What follows belongs to an exercise in optimizing a design on an open flow for small area; a production flow would make more cautious choices. In this exercise RTL edits were held to simulation tests only and were not proved equivalent to the original. Power figures rest on the tool's default switching activity, not on a simulated workload.

// sra_reg_slave
module sra_reg_slave #(
  parameter int DATA_WIDTH_BYTES = 4,
  parameter int ADDR_WIDTH       = 8,
  parameter int M_USER_BITS      = 2,
  parameter int S_USER_BITS      = 2,
  parameter int NUM_REGS         = 16
) (
  input  logic                               clk,
  input  logic                               rst,
  input  logic                               m_valid,
  output logic                               m_ready,
  input  logic [DATA_WIDTH_BYTES*8-1:0]      m_data,
  input  logic [M_USER_BITS-1:0]             m_user,
  input  logic [ADDR_WIDTH-1:0]              m_addr,
  output logic                               s_valid,
  input  logic                               s_ready,
  output logic [DATA_WIDTH_BYTES*8-1:0]      s_data,
  output logic [S_USER_BITS-1:0]             s_user,
  output logic [ADDR_WIDTH-1:0]              s_addr,
  input  logic                               hw_wr_en,
  input  logic [$clog2(NUM_REGS)-1:0]        hw_wr_addr,
  input  logic [DATA_WIDTH_BYTES*8-1:0]      hw_wr_data,
  output logic [NUM_REGS*DATA_WIDTH_BYTES*8-1:0] reg_q,
  output logic [NUM_REGS-1:0]                bus_wr_pulse
);
  localparam int DW = DATA_WIDTH_BYTES * 8;
  localparam int IW = $clog2(NUM_REGS);
  logic                    slot_q;
  logic [DW-1:0]           s_data_q;
  logic [DW-1:0]           s_data_d;
  logic                    s_oor_q;
  logic [ADDR_WIDTH-1:0]   s_addr_q;
  logic [DW-1:0]           regs_q [NUM_REGS];
  logic [DW-1:0]           regs_d [NUM_REGS];
  logic [NUM_REGS-1:0]     pulse_q;
  logic                    accept;
  logic                    is_wr;
  logic                    in_range;
  logic                    hold;
  logic                    fwd;
  logic [IW-1:0]           idx;
  logic [NUM_REGS-1:0]     bus_sel;    
  logic [NUM_REGS-1:0]     hw_hit;     
  logic [NUM_REGS-1:0]     wb, wh, wk;  
  ...
For scale: roughly 2,000 cells after synthesis, roughly 660 I/O pins.
export LEC_CHECK = 0
export CAP_MARGIN = 20
export CORE_MARGIN = 2
export CORE_UTILIZATION = 40
export SLEW_MARGIN = 20
export SYNTH_HIERARCHICAL = 1
create_clock -name core_clock -period 4.0 [get_ports {clk}]
run.sh (not shown) runs the stock make flow with config.mk's settings and CLKGATE_MAP_FILE= SYNTH_SCRIPT=/design/flow/synth_recipe.tcl, a recipe that flattens the netlist after the stock synthesis.
Change:
==> flow/flow/run.sh (new file) <==
#!/bin/bash
# Standard ORFS layout, with two changes: ports are buffered with the smallest
# buffer (buf_1) instead of the default pick, and the clock tree uses smaller
# buffers and no dummy loads. Every step's full output stays in the ORFS logs
# under orfs/logs; make's own output goes to flow_make.log.
set -euo pipefail
cd "$(dirname "$0")/.."
bash standard.sh \
  "BUFFER_PORTS_ARGS=-buffer_cell sky130_fd_sc_hd__buf_1" \
  "CTS_ARGS=-sink_clustering_enable -repair_clock_nets -dont_use_dummy_load -buf_list sky130_fd_sc_hd__clkbuf_8 -root_buf sky130_fd_sc_hd__clkbuf_16" \
  finish > flow_make.log 2>&1
==> flow/standard.sh (new file) <==
#!/bin/bash
# synth_recipe.tcl (not shown) runs the flow's synth.tcl, then flattens the netlist and writes it again
# the make line also repeats each setting of config.mk as NAME=value (left out here)
make -C /OpenROAD-flow-scripts/flow DESIGN_CONFIG=/design/flow/config.mk WORK_HOME=/design/flow/orfs CLKGATE_MAP_FILE= SYNTH_SCRIPT=/design/flow/synth_recipe.tcl "${@:-finish}"
removed: flow/run.sh
The new run went through all stages and came out clean.
Core utilization shrinks by 8.4 points.
Cell area shrinks by 14%.
Combinational power shrinks by about 10%.
Count of clock-buffer cells in the layout grows by 9.


The RTL this note starts from:
==> flow/design.v <==
module sra_wr_bit (
  input  logic b, h, k,
  input  logic m, hd, q,
  output logic d
);
  assign d = (b & m) | (h & hd) | (k & q);
endmodule
module sra_sel_drv (
  input  logic a,
  output logic y
);
  assign y = !a;
endmodule
module sra_ao222n (
  input  logic a1, a2, b1, b2, c1, c2,
  output logic y
);
  assign y = !((a1 & a2) | (b1 & b2) | (c1 & c2));
endmodule
module sra_rd_bit (
  input  logic [16:0] s,
  input  logic [16:0] v,
  output logic        d
);
  logic [5:0] y;
  for (genvar g = 0; g < 5; g++) begin : g_ao
    sra_ao222n u_ao (
      .a1(s[3*g]), .a2(v[3*g]), .b1(s[3*g+1]), .b2(v[3*g+1]), .c1(s[3*g+2]), .c2(v[3*g+2]),
      .y(y[g])
    );
  end
  assign y[5] = !((s[15] & v[15]) | (s[16] & v[16]));
  assign d = !(&y);
endmodule
module sra_reg_slave #(
  parameter int DATA_WIDTH_BYTES = 4,
  parameter int ADDR_WIDTH       = 8,
  parameter int M_USER_BITS      = 2,
  parameter int S_USER_BITS      = 2,
  parameter int NUM_REGS         = 16
) (
  input  logic                               clk,
  input  logic                               rst,
  input  logic                               m_valid,
  output logic                               m_ready,
  input  logic [DATA_WIDTH_BYTES*8-1:0]      m_data,
  input  logic [M_USER_BITS-1:0]             m_user,
  input  logic [ADDR_WIDTH-1:0]              m_addr,
  output logic                               s_valid,
  input  logic                               s_ready,
  output logic [DATA_WIDTH_BYTES*8-1:0]      s_data,
  output logic [S_USER_BITS-1:0]             s_user,
  output logic [ADDR_WIDTH-1:0]              s_addr,
  input  logic                               hw_wr_en,
  input  logic [$clog2(NUM_REGS)-1:0]        hw_wr_addr,
  input  logic [DATA_WIDTH_BYTES*8-1:0]      hw_wr_data,
  output logic [NUM_REGS*DATA_WIDTH_BYTES*8-1:0] reg_q,
  output logic [NUM_REGS-1:0]                bus_wr_pulse
);
  localparam int DW = DATA_WIDTH_BYTES * 8;
  localparam int IW = $clog2(NUM_REGS);
  logic                    slot_q;
  logic [DW-1:0]           s_data_q;
  logic [DW-1:0]           s_data_d;
  logic [ADDR_WIDTH-1:0]   s_addr_q;
  logic [DW-1:0]           regs_q [NUM_REGS];
  logic [DW-1:0]           regs_d [NUM_REGS];
  logic                    pulse_q;    
  logic                    accept;
  logic                    is_wr;
  logic                    in_range;
  logic                    hold;
  logic [IW-1:0]           idx;
  logic [NUM_REGS-1:0]     nb, nh;     
  logic [NUM_REGS-1:0]     nwb, nwh, nwk;  
  logic [NUM_REGS-1:0]     wb, wh, wk;  
  logic [NUM_REGS-1:0]     nrsel;      
  logic [NUM_REGS-1:0]     rsel;       
  logic                    rk;         
  assign s_valid  = slot_q;
  assign m_ready  = !slot_q || s_ready;
  assign accept   = m_valid && m_ready;
  assign is_wr    = m_user[0];
  assign in_range = {1'b0, m_addr} < (ADDR_WIDTH+1)'(NUM_REGS);
  assign idx      = m_addr[IW-1:0];
  assign hold     = slot_q && !s_ready;
  always_comb begin
    for (int i = 0; i < NUM_REGS; i++) begin
      nb[i]    = !(!rst && accept && is_wr && in_range && (idx == IW'(i)));
      nh[i]    = !(!rst && hw_wr_en && (hw_wr_addr == IW'(i)));
      nwb[i]   = nb[i];
      nwh[i]   = nh[i] || !nb[i];
      nwk[i]   = !(!rst && nb[i] && nh[i]);
      nrsel[i] = !(!hold && in_range && (idx == IW'(i)));
    end
  end
  for (genvar gi = 0; gi < NUM_REGS; gi++) begin : g_sel
    sra_sel_drv u_wb (.a(nwb[gi]), .y(wb[gi]));
    sra_sel_drv u_wh (.a(nwh[gi]), .y(wh[gi]));
    sra_sel_drv u_wk (.a(nwk[gi]), .y(wk[gi]));
    sra_sel_drv u_rs (.a(nrsel[gi]), .y(rsel[gi]));
  end
  sra_sel_drv u_rk (.a(!hold), .y(rk));
  for (genvar gi = 0; gi < NUM_REGS; gi++) begin : g_reg
    for (genvar gb = 0; gb < DW; gb++) begin : g_bit
      sra_wr_bit u_wr (
        .b(wb[gi]), .h(wh[gi]), .k(wk[gi]),
        .m(m_data[gb]), .hd(hw_wr_data[gb]), .q(regs_q[gi][gb]),
        .d(regs_d[gi][gb])
      );
    end
  end
  for (genvar gb = 0; gb < DW; gb++) begin : g_rd
    logic [NUM_REGS-1:0] col;
    for (genvar gi = 0; gi < NUM_REGS; gi++) begin : g_col
      assign col[gi] = regs_d[gi][gb];
    end
    sra_rd_bit u_rd (
      .s({rk, rsel}), .v({s_data_q[gb], col}),
      .d(s_data_d[gb])
    );
  end
  always_ff @(posedge clk) begin
    slot_q   <= !rst && ((accept && !is_wr) || hold);
    pulse_q  <= !rst && accept && is_wr && in_range;
    s_data_q <= s_data_d;
    if (!hold) begin
      s_addr_q <= m_addr;
    end
    for (int i = 0; i < NUM_REGS; i++) begin
      regs_q[i] <= regs_d[i];
    end
  end
  assign s_data       = s_data_q;
  assign s_user       = {1'b0, s_addr_q >= ADDR_WIDTH'(NUM_REGS)};
  assign s_addr       = s_addr_q;
  always_comb begin
    for (int i = 0; i < NUM_REGS; i++) begin
      bus_wr_pulse[i] = pulse_q && (s_addr_q[IW-1:0] == IW'(i));
    end
  end
  for (genvar gi = 0; gi < NUM_REGS; gi++) begin : g_flat
    assign reg_q[gi*DW +: DW] = regs_q[gi];
  end
endmodule
==> flow/config.mk <==
export PLATFORM = sky130hd
export DESIGN_NAME = sra_reg_slave
export DESIGN_NICKNAME = sra_reg_slave
export VERILOG_FILES = /design/flow/design.v
export SDC_FILE = /design/flow/constraint.sdc
export NUM_CORES = 4
export LEC_CHECK = 0
export CAP_MARGIN = 0
export CORE_MARGIN = 2
export CORE_UTILIZATION = 30
export PLACE_DENSITY = 0.5
export SLEW_MARGIN = 0
export SYNTH_HIERARCHICAL = 1
==> flow/constraint.sdc <==
create_clock -name core_clock -period 4.0 [get_ports {clk}]
set_input_delay 0.8000 -clock core_clock [delete_from_list [all_inputs] [get_ports {clk}]]
set_output_delay 0.8000 -clock core_clock [all_outputs]
set_load 0.01 [all_outputs]
standard.sh (not shown) runs the stock make flow with config.mk's settings and CLKGATE_MAP_FILE= SYNTH_SCRIPT=/design/flow/synth_recipe.tcl, a recipe that flattens the netlist after the stock synthesis.
==> flow/flow/run.sh <==
#!/bin/bash
# Standard ORFS layout, with two changes: ports are buffered with the smallest
# buffer (buf_1) instead of the default pick, and the clock tree uses smaller
# buffers and no dummy loads. Every step's full output stays in the ORFS logs
# under orfs/logs; make's own output goes to flow_make.log.
set -euo pipefail
cd "$(dirname "$0")/.."
bash standard.sh \
  "BUFFER_PORTS_ARGS=-buffer_cell sky130_fd_sc_hd__buf_1" \
  "CTS_ARGS=-sink_clustering_enable -repair_clock_nets -dont_use_dummy_load -buf_list sky130_fd_sc_hd__clkbuf_8 -root_buf sky130_fd_sc_hd__clkbuf_16" \
  finish > flow_make.log 2>&1
Edit:
==> flow/flow/run.sh (replaced) <==
#!/bin/bash
# Standard ORFS layout, with two changes: ports are buffered with the smallest
# buffer (buf_1) instead of the default pick, and the clock tree uses larger
# sink clusters, smaller buffers and no dummy loads. Every step's full output
# stays in the ORFS logs under orfs/logs; make's own output goes to flow_make.log.
set -euo pipefail
cd "$(dirname "$0")/.."
bash standard.sh \
  "BUFFER_PORTS_ARGS=-buffer_cell sky130_fd_sc_hd__buf_1" \
  "CTS_ARGS=-sink_clustering_enable -repair_clock_nets -dont_use_dummy_load -sink_clustering_size 14 -sink_clustering_max_diameter 45 -buf_list sky130_fd_sc_hd__clkbuf_8 -root_buf sky130_fd_sc_hd__clkbuf_16" \
  finish > flow_make.log 2>&1
- CELL_PAD_IN_SITES_DETAIL_PLACEMENT: default -> 1
- CELL_PAD_IN_SITES_GLOBAL_PLACEMENT: default -> 1
- GPL_TIMING_DRIVEN: default -> 0
Outcome: Design area shrinks by 1.3%; routed wire length grows by 7.0%; count of clock-buffer cells in the layout shrinks by 10; setup slack got worse by 340 ps; non-clock buffer count shrinks by 63; sequential cell count does not change; critical path depth stays the same; fmax shrinks by 8.7%; die area is unchanged; via count shrinks by 1.7%; power shrinks by 2.2%.
Edit:
==> flow/flow/run.sh (replaced) <==
#!/bin/bash
# Standard ORFS layout with these changes:
# - ports are buffered with the smallest buffer (buf_1) instead of the default pick;
# - before repair_design, the inverters that drive the long select lines are
#   sized up (presize.tcl) instead of being buffered;
# - the clock tree uses sink clusters of up to 14 flip-flops, clkbuf_8 leaf
#   buffers and no dummy loads.
# Every step's full output stays in the ORFS logs under orfs/logs; make's own
# output goes to flow_make.log.
set -euo pipefail
cd "$(dirname "$0")/.."
bash standard.sh \
  "BUFFER_PORTS_ARGS=-buffer_cell sky130_fd_sc_hd__buf_1" \
  "PRE_RESIZE_TCL=$(pwd)/flow/presize.tcl" \
  "CTS_ARGS=-sink_clustering_enable -repair_clock_nets -dont_use_dummy_load -sink_clustering_size 14 -sink_clustering_max_diameter 70 -buf_list sky130_fd_sc_hd__clkbuf_8 -root_buf sky130_fd_sc_hd__clkbuf_16" \
  finish > flow_make.log 2>&1
==> flow/flow/presize.tcl (new file) <==
# Size up the inverters that drive a select line of a register or of the
# response data (fanout 16 or more, a net spanning the block), so that
# repair_design does not need to add buffers to them.
foreach inst [get_cells -filter "ref_name =~ sky130_fd_sc_hd__inv_*"] {
  set net [get_nets -of_objects [get_pins -of_objects $inst -filter "direction == output"]]
  set fanout [llength [get_pins -of_objects $net -filter "direction == input"]]
  if { $fanout >= 16 } {
    replace_cell $inst sky130_fd_sc_hd__inv_4
  }
}
- SETUP_SLACK_MARGIN: default -> 0.2
Fmax rises by 7.2%.
Global-route usage fell by 0.72 points.
Combinational power went down by 5.6%.
Edit:
--- a/flow/flow/run.sh
+++ b/flow/flow/run.sh
@@ -6 +6 @@
-# - the clock tree uses sink clusters of up to 14 flip-flops, clkbuf_8 leaf
+# - the clock tree uses sink clusters of up to 16 flip-flops, clkbuf_8 leaf
@@ -15 +15 @@
-  "CTS_ARGS=-sink_clustering_enable -repair_clock_nets -dont_use_dummy_load -sink_clustering_size 14 -sink_clustering_max_diameter 70 -buf_list sky130_fd_sc_hd__clkbuf_8 -root_buf sky130_fd_sc_hd__clkbuf_16" \
+  "CTS_ARGS=-sink_clustering_enable -repair_clock_nets -dont_use_dummy_load -sink_clustering_size 16 -sink_clustering_max_diameter 80 -buf_list sky130_fd_sc_hd__clkbuf_8 -root_buf sky130_fd_sc_hd__clkbuf_16" \
- SETUP_SLACK_MARGIN: 0.2 -> default
What happened: The changed run passed the timing, DRC and antenna checks. Non-clock buffer count fell by 3. Hold slack barely changes. Worst setup slack degrades by 200 ps. Clock-buffer cell count is lower by 5. Synthesized area stays the same. Via count is about the same. Die area does not change. Wire length stays flat.

-- afterwards: timing with drivers on the ports --
Ports are ideal in the flow. The routed layouts listed here were re-timed in OpenROAD.
Step 1: set_driving_cell puts a clkbuf_16 on clk and a buf_2 on each other input, an assumption about the parent block.
Step 2 moves the port delays by t, midway between the first and last clock arrival at a register: inputs arrive t later, outputs are due t later. That takes back most of the time a late clock gives input paths.
Slacks: ideal / step 1 / step 2; pairs: ideal / step 1.
run	t, ns	setup slack, ns	clock arrival spread, ns	worst register clock-pin slew, ns	worst data-port slew with drivers (ns)
the first run of note 1	0.692	0.528 / 0.567 / -0.124	0.025 / 0.025	0.07 / 0.07	0.05
the second run of note 1	0.647	0.852 / 0.891 / 0.244	0.054 / 0.054	0.07 / 0.07	0.08
the first run of note 2	0.654	0.480 / 0.515 / -0.139	0.079 / 0.080	0.07 / 0.07	0.13
the second run of note 2	0.651	0.143 / 0.118 / -0.534	0.082 / 0.083	0.10 / 0.10	0.12
the third run of note 2	0.651	0.403 / 0.417 / -0.206	0.067 / 0.067	0.10 / 0.10	0.14
the fourth run of note 2	0.636	0.204 / 0.243 / -0.393	0.064 / 0.064	0.12 / 0.12	0.13
With both steps, setup timing fails in 5 of these runs, where it was met with ideal ports. The setup slack of the second run of note 2, which loses most, moves by -0.025 ns with the drivers and by -0.677 ns with both steps.
